This design comes from an exercise in tuning for small area, a short achievable clock period and few clock cycles on the open sky130 flow, not from production work. At most, simulation tests tie the RTL to the original design; equivalence was not proved. No activity file was given, so power comes from the tool's default toggle rates. No driver is modelled on the clock port, so clocking that relies on it looks cheaper here than on a real chip.

the reference run:
==> flow/design.v (excerpt) <==
module box3x3_star_detect_top (
   input  logic                           clock,
   input  logic                           reset,
   input  logic                           req_valid,
   output logic                           req_ready,
   input  logic [b3sd_pkg::PIX_W-1:0]     req_pixel,
   output logic                           rsp_valid,
   input  logic                           rsp_ready,
   output logic                           rsp_star,
   output logic                           rsp_end_of_row,
   output logic                           rsp_end_of_frame,
   input  logic                           csr_valid,
   output logic                           csr_ready,
   input  logic [b3sd_pkg::CSR_IDX_W-1:0] csr_index,
   input  logic [b3sd_pkg::CSR_DATA_W-1:0] csr_data
);
   localparam int PIX_W  = b3sd_pkg::PIX_W;
   localparam int LVL_W  = b3sd_pkg::LVL_W;
   localparam int VS_W   = 7;    
   localparam int QDEPTH = 4;    
   localparam int CAP    = 4;    
   function automatic logic [10:0] inc11(input logic [10:0] x);
      logic [10:0] p;
      p = x;
      for (int d = 1; d < 11; d = d * 2) begin
         for (int i = 10; i >= d; i--) begin
            p[i] = p[i] & p[i-d];
         end
      end
      inc11 = x ^ {p[9:0], 1'b1};
   endfunction
   function automatic logic [10:0] dec11(input logic [10:0] x);
      logic [10:0] p;
      p = ~x;
  ...
Size in the first run: about 2,000 cells after synthesis, ~1,400 flip-flops, roughly 32,000 sq um of cells after synthesis.
Settings: LEC_CHECK=0, CAP_MARGIN=20, CORE_MARGIN=2, CORE_UTILIZATION=70, SETUP_SLACK_MARGIN=3.5, SLEW_MARGIN=20; clock period 5.5 ns.
standard.sh (not shown) runs the stock make flow with config.mk's settings and CLKGATE_MAP_FILE= SYNTH_SCRIPT=/design/flow/synth_recipe.tcl, a recipe that flattens the netlist after the stock synthesis.
==> flow/flow/run.sh <==
#!/bin/bash
# Standard layout with plain buffers on the ports and no CTS dummy loads.
set -euo pipefail
export BUFFER_PORTS_ARGS="-buffer_cell sky130_fd_sc_hd__buf_2"
export CTS_ARGS="-sink_clustering_enable -repair_clock_nets -dont_use_dummy_load -sink_clustering_size 28 -sink_clustering_max_diameter 80"
bash standard.sh > standard.log 2>&1
The reference run: full flow OK, the timing, design-rule and antenna checks passed
diff inputs: the reference run => the trial run
- CTS_CLUSTER_DIAMETER newly set to 100
- CTS_CLUSTER_SIZE newly set to 30
- SETUP_SLACK_MARGIN changed from 3.5 to 3.2
==> flow/flow/run.sh <==
#!/bin/bash
# Standard layout with plain buffers on the ports and no CTS dummy loads.
set -euo pipefail
export BUFFER_PORTS_ARGS="-buffer_cell sky130_fd_sc_hd__buf_2"
export CTS_ARGS="-sink_clustering_enable -repair_clock_nets -dont_use_dummy_load -sink_clustering_size 30 -sink_clustering_max_diameter 100"
bash standard.sh > standard.log 2>&1
Results
Worst hold slack in the trial run is 0.019 ns lower than in the reference run
Utilization (lower): the trial run
Diff the reference run -> the trial run | clock buffer count in the final layout | down by a few percent
Going from the reference run to the trial run, the minimum setup slack in the final design was found to have gone down by 0.026 ns.
[compare] base=the reference run new=the trial run: via count saw little to no change, remaining antenna violation count saw little to no change, switching share of power saw little to no change.
Logic depth of the worst setup path including buffers: higher on the trial run
Final clock period utilization by the worst path for the trial run is higher than for the reference run.
No functional check of the RTL was part of any run of this note.

========
box3x3_star_detect_top, a different RTL version from the one above (not shown whole).
Size: ~2000 cells after synthesis, roughly 1400 flip-flops, roughly 29 I/O pins, about 32000 um^2 of cells after synthesis.
export LEC_CHECK = 0
export CAP_MARGIN = 20
export CORE_MARGIN = 2
export CORE_UTILIZATION = 70
export GPL_TIMING_DRIVEN = 1
export SETUP_SLACK_MARGIN = 3.2
export SLEW_MARGIN = 20
create_clock -name core_clock -period 5.5 [get_ports {clock}]
==> flow/flow/run.sh <==
#!/bin/bash
# Standard layout with plain buffers on the ports and no CTS dummy loads.
set -euo pipefail
export BUFFER_PORTS_ARGS="-buffer_cell sky130_fd_sc_hd__buf_2"
export CTS_ARGS="-sink_clustering_enable -repair_clock_nets -dont_use_dummy_load -sink_clustering_size 30 -sink_clustering_max_diameter 100"
bash standard.sh > standard.log 2>&1
Testbench counts at the start, summed over its fixed seeds: cycles 49,192.
Rerun with:
Settings changed: GPL_TIMING_DRIVEN 1 to unset, PLACE_DENSITY set to 0.72, SETUP_SLACK_MARGIN 3.2 to 3.35.
The changed run completed without violations.
Power is about the same.
Synthesized area stays the same.
Wire length stays flat.
Worst setup slack gets better by 6.9 ps.
Hold slack is about the same.
Core utilization is higher by 0.32 points.
Final area is higher by 0.43%.
Sequential power hardly moves.
Register-to-register slack gets better by 150 ps.
Fmax is higher by 0.32%.

========
The RTL this note starts from:
==> flow/design.v <==
package b3sd_pkg;
   localparam int MAX_WIDTH = 128;
   localparam int MAX_ROWS  = 1024;
   localparam int MIN_DIM   = 3;
   localparam int PIX_W   = 5;
   localparam int COL_W   = $clog2(MAX_WIDTH);
   localparam int ROW_W   = $clog2(MAX_ROWS);
   localparam int RW_W    = 8;
   localparam int FR_W    = 11;
   localparam int LVL_W   = 5;
   localparam int SUM_W   = 9;
   localparam int THR_W   = 10;
   localparam int CSR_IDX_W  = 2;
   localparam int CSR_DATA_W = 11;
   localparam int NINE = 9;
   localparam logic [CSR_IDX_W-1:0] REG_ROW_WIDTH  = 2'd0;
   localparam logic [CSR_IDX_W-1:0] REG_FRAME_ROWS = 2'd1;
   localparam logic [CSR_IDX_W-1:0] REG_STAR_LEVEL = 2'd2;
   localparam logic [RW_W-1:0]  ROW_WIDTH_RST  = 8'd80;
   localparam logic [FR_W-1:0]  FRAME_ROWS_RST = 11'd20;
   localparam logic [LVL_W-1:0] STAR_LEVEL_RST = 5'd10;
   typedef struct packed {
      logic [PIX_W-1:0] top;
      logic [PIX_W-1:0] mid;
   } line_word_type;
   typedef struct packed {
      logic             en;
      logic [COL_W-1:0] addr;
      line_word_type    data;
   } line_wr_type;
endpackage
module b3sd_line_ram (
   input  logic                         clock,
   input  logic                         wr_en,
   input  logic [b3sd_pkg::PIX_W-1:0]   wr_pixel,
   output logic [2*b3sd_pkg::PIX_W-1:0] rd_data
);
   localparam int PIX_W  = b3sd_pkg::PIX_W;
   localparam int WORD_W = 2 * PIX_W;
   localparam int SLOTS  = b3sd_pkg::MAX_WIDTH;
   logic [WORD_W-1:0] slot [SLOTS];
   always_ff @(posedge clock) begin
      slot[0] <= wr_en ? {slot[SLOTS-1][PIX_W-1:0], wr_pixel} : slot[SLOTS-1];
   end
   for (genvar i = 1; i < SLOTS; i++) begin : g_slot
      always_ff @(posedge clock) begin
         slot[i] <= slot[i-1];
      end
   end
   assign rd_data = slot[SLOTS-1];
endmodule
module box3x3_star_detect_top (
   input  logic                           clock,
   input  logic                           reset,
   input  logic                           req_valid,
   output logic                           req_ready,
   input  logic [b3sd_pkg::PIX_W-1:0]     req_pixel,
   output logic                           rsp_valid,
   input  logic                           rsp_ready,
   output logic                           rsp_star,
   output logic                           rsp_end_of_row,
   output logic                           rsp_end_of_frame,
   input  logic                           csr_valid,
   output logic                           csr_ready,
   input  logic [b3sd_pkg::CSR_IDX_W-1:0] csr_index,
   input  logic [b3sd_pkg::CSR_DATA_W-1:0] csr_data
);
   localparam int PIX_W  = b3sd_pkg::PIX_W;
   localparam int COL_W  = b3sd_pkg::COL_W;
   localparam int ROW_W  = b3sd_pkg::ROW_W;
   localparam int VS_W   = 7;    
   localparam int PS_W   = 8;    
   localparam int THR_W  = 9;    
   localparam int QDEPTH = 2;    
   localparam int CAP    = 3;    
   logic [COL_W-1:0] wlast_ff;
   logic [ROW_W-1:0] hlast_ff;
   logic [THR_W-1:0] thr_ff;
   logic [COL_W-1:0] wlast_in;
   logic [ROW_W-1:0] hlast_in;
   logic [THR_W-1:0] thr_in;
   assign csr_ready = 1'b1;
   always_comb begin
      if (csr_data[7:0] < 8'd3) begin
         wlast_in = COL_W'(2);
      end else if (csr_data[7:0] > 8'd128) begin
         wlast_in = COL_W'(127);
      end else begin
         wlast_in = COL_W'(csr_data[7:0] - 8'd1);
      end
      if (csr_data < 11'd3) begin
         hlast_in = ROW_W'(2);
      end else if (csr_data > 11'd1024) begin
         hlast_in = ROW_W'(1023);
      end else begin
         hlast_in = ROW_W'(csr_data - 11'd1);
      end
      thr_in = THR_W'(csr_data[4:0]) * THR_W'(9) + THR_W'(9);
   end
   always_ff @(posedge clock) begin
      if (reset) begin
         wlast_ff <= COL_W'(79);
         hlast_ff <= ROW_W'(19);
         thr_ff   <= THR_W'(99);
      end else if (csr_valid) begin
         case (csr_index)
            b3sd_pkg::REG_ROW_WIDTH:  wlast_ff <= wlast_in;
            b3sd_pkg::REG_FRAME_ROWS: hlast_ff <= hlast_in;
            b3sd_pkg::REG_STAR_LEVEL: thr_ff   <= thr_in;
            default: ;
         endcase
      end
   end
   logic             rdy_ff;
   logic             accept;
   logic [COL_W-1:0] col_ff;     
   logic [ROW_W-1:0] row_ff;
   logic [COL_W-1:0] ph_ff;      
   logic             last_col, last_row, origin, interior;
   logic [2*PIX_W-1:0] rd_word;
   assign req_ready = rdy_ff;
   assign accept    = req_valid && rdy_ff;
   assign last_col = col_ff >= wlast_ff;
   assign last_row = row_ff >= hlast_ff;
   assign origin   = (col_ff == '0) && (row_ff == '0);
   assign interior = (col_ff >= COL_W'(2)) && (row_ff >= ROW_W'(2));
   always_ff @(posedge clock) begin
      if (reset) begin
         col_ff <= '0;
         row_ff <= '0;
      end else if (accept) begin
         if (last_col) begin
            col_ff <= '0;
            row_ff <= last_row ? '0 : row_ff + ROW_W'(1);
         end else begin
            col_ff <= col_ff + COL_W'(1);
         end
      end
   end
   always_ff @(posedge clock) begin
      ph_ff <= (accept && origin) ? COL_W'(1) : ph_ff + COL_W'(1);
   end
   b3sd_line_ram u_line_ram (
      .clock    (clock),
      .wr_en    (accept),
      .wr_pixel (req_pixel),
      .rd_data  (rd_word)
   );
   logic             s1_v, s1_r, s1_eor, s1_eof;
   logic [VS_W-1:0]  s1_vs;
   logic [VS_W-1:0]  vs_prev;    
   logic [PS_W-1:0]  ps_prev;    
   logic             star;
   always_ff @(posedge clock) begin
      s1_v   <= accept;
      s1_r   <= accept && interior && !reset;
      s1_eor <= last_col;
      s1_eof <= last_col && last_row;
      s1_vs  <= VS_W'(rd_word[2*PIX_W-1:PIX_W]) + VS_W'(rd_word[PIX_W-1:0])
              + VS_W'(req_pixel);
   end
   always_ff @(posedge clock) begin
      if (s1_v) begin
         vs_prev <= s1_vs;
         ps_prev <= PS_W'(s1_vs) + PS_W'(vs_prev);
      end
   end
   assign star = (THR_W'(s1_vs) + THR_W'(ps_prev)) >= thr_ff;
   logic [2:0] q_mem [QDEPTH];
   logic       q_rp, q_wp;
   logic [1:0] q_cnt;
   logic       out_v;
   logic [2:0] out_w;
   logic [2:0] res_w;
   logic       q_empty, load, take, push, pop;
   logic [2:0] tokens;
   logic       room, due;
   assign res_w   = {star, s1_eor, s1_eof};
   assign q_empty = (q_cnt == 2'd0);
   assign take    = out_v && rsp_ready;
   assign load    = !out_v || rsp_ready;
   assign pop     = load && !q_empty;
   assign push    = s1_r && !(load && q_empty);
   always_ff @(posedge clock) begin
      if (push) begin
         q_mem[q_wp] <= res_w;
      end
   end
   always_ff @(posedge clock) begin
      if (load) begin
         out_w <= q_empty ? res_w : q_mem[q_rp];
      end
   end
   always_ff @(posedge clock) begin
      if (reset) begin
         out_v <= 1'b0;
         q_rp  <= 1'b0;
         q_wp  <= 1'b0;
         q_cnt <= '0;
      end else begin
         if (load) begin
            out_v <= !q_empty || s1_r;
         end
         if (pop) begin
            q_rp <= !q_rp;
         end
         if (push) begin
            q_wp <= !q_wp;
         end
         q_cnt <= q_cnt + 2'(push) - 2'(pop);
      end
   end
   assign tokens = 3'(s1_r) + 3'(q_cnt) + 3'(out_v);
   assign room   = (tokens + 3'(rdy_ff) - 3'(take)) <= 3'(CAP - 1);
   always_comb begin
      if (accept) begin
         due = !last_col || last_row || (col_ff == COL_W'(b3sd_pkg::MAX_WIDTH - 1));
      end else begin
         due = origin || (ph_ff + COL_W'(1) == col_ff);
      end
   end
   always_ff @(posedge clock) begin
      if (reset) begin
         rdy_ff <= 1'b1;
      end else begin
         rdy_ff <= room && due;
      end
   end
   assign rsp_valid        = out_v;
   assign rsp_star         = out_w[2];
   assign rsp_end_of_row   = out_w[1];
   assign rsp_end_of_frame = out_w[0];
endmodule
make LEC_CHECK=0 CAP_MARGIN=20 CORE_MARGIN=2 CORE_UTILIZATION=70 CTS_BUF_LIST='sky130_fd_sc_hd__clkbuf_4 sky130_fd_sc_hd__clkbuf_8' SETUP_SLACK_MARGIN=2.9 SLEW_MARGIN=20 finish   # period 5.5 ns
run.sh (not shown) runs the stock make flow with config.mk's settings and CLKGATE_MAP_FILE= SYNTH_SCRIPT=/design/flow/synth_recipe.tcl, a recipe that flattens the netlist after the stock synthesis.
Stock flow here: none of the scripts above is used.
The starting point completed with no timing, DRC or antenna violations.
Testbench counts at the start, summed over its fixed seeds: cycles 49,168.
Then changed:
- CTS_BUF_LIST: sky130_fd_sc_hd__clkbuf_4 sky130_fd_sc_hd__clkbuf_8 -> sky130_fd_sc_hd__clkbuf_8
- SETUP_SLACK_MARGIN: 2.9 -> unset
Core utilization goes down by 1.2 points.
Clock power went down by about 7.5%.
Final cell count is lower by about 0.46%.

==> port drivers added, routing unchanged <==
Ports are ideal in the flow. The routed layouts listed here were re-timed in OpenROAD. Step 1 sets driving cells, clkbuf_16 on the clock port and buf_2 on the other inputs (assumed; they add their load-dependent delay and slew). Step 2, shift: input delay + t, output delay - t, t = (earliest + latest rising clock arrival at the registers) / 2. This alone moves slack from input paths to output paths. a / b / c = no drivers / after step 1 / after step 2; a / b = the first two.
run	t, ns	setup slack, ns	latest minus earliest clock arrival (ns)	pins driven straight from the clock port
the reference run	0.675	3.302 / 3.247 / 2.895	0.095 / 0.096	1
the trial run	0.669	3.277 / 3.253 / 2.655	0.068 / 0.068	1
the first run of note 2	0.670	3.312 / 3.253 / 2.777	0.066 / 0.066	1
the second run of note 2	0.672	3.318 / 3.261 / 2.820	0.086 / 0.086	1
the first run of note 3	0.837	2.711 / 2.711 / 2.171	0.049 / 0.049	1
the second run of note 3	0.821	2.407 / 2.407 / 1.769	0.039 / 0.039	1
After both steps every run listed still meets setup and hold. The setup slack of the second run of note 3, which loses most, moves by 0.000 ns with the drivers and by -0.638 ns with both steps.
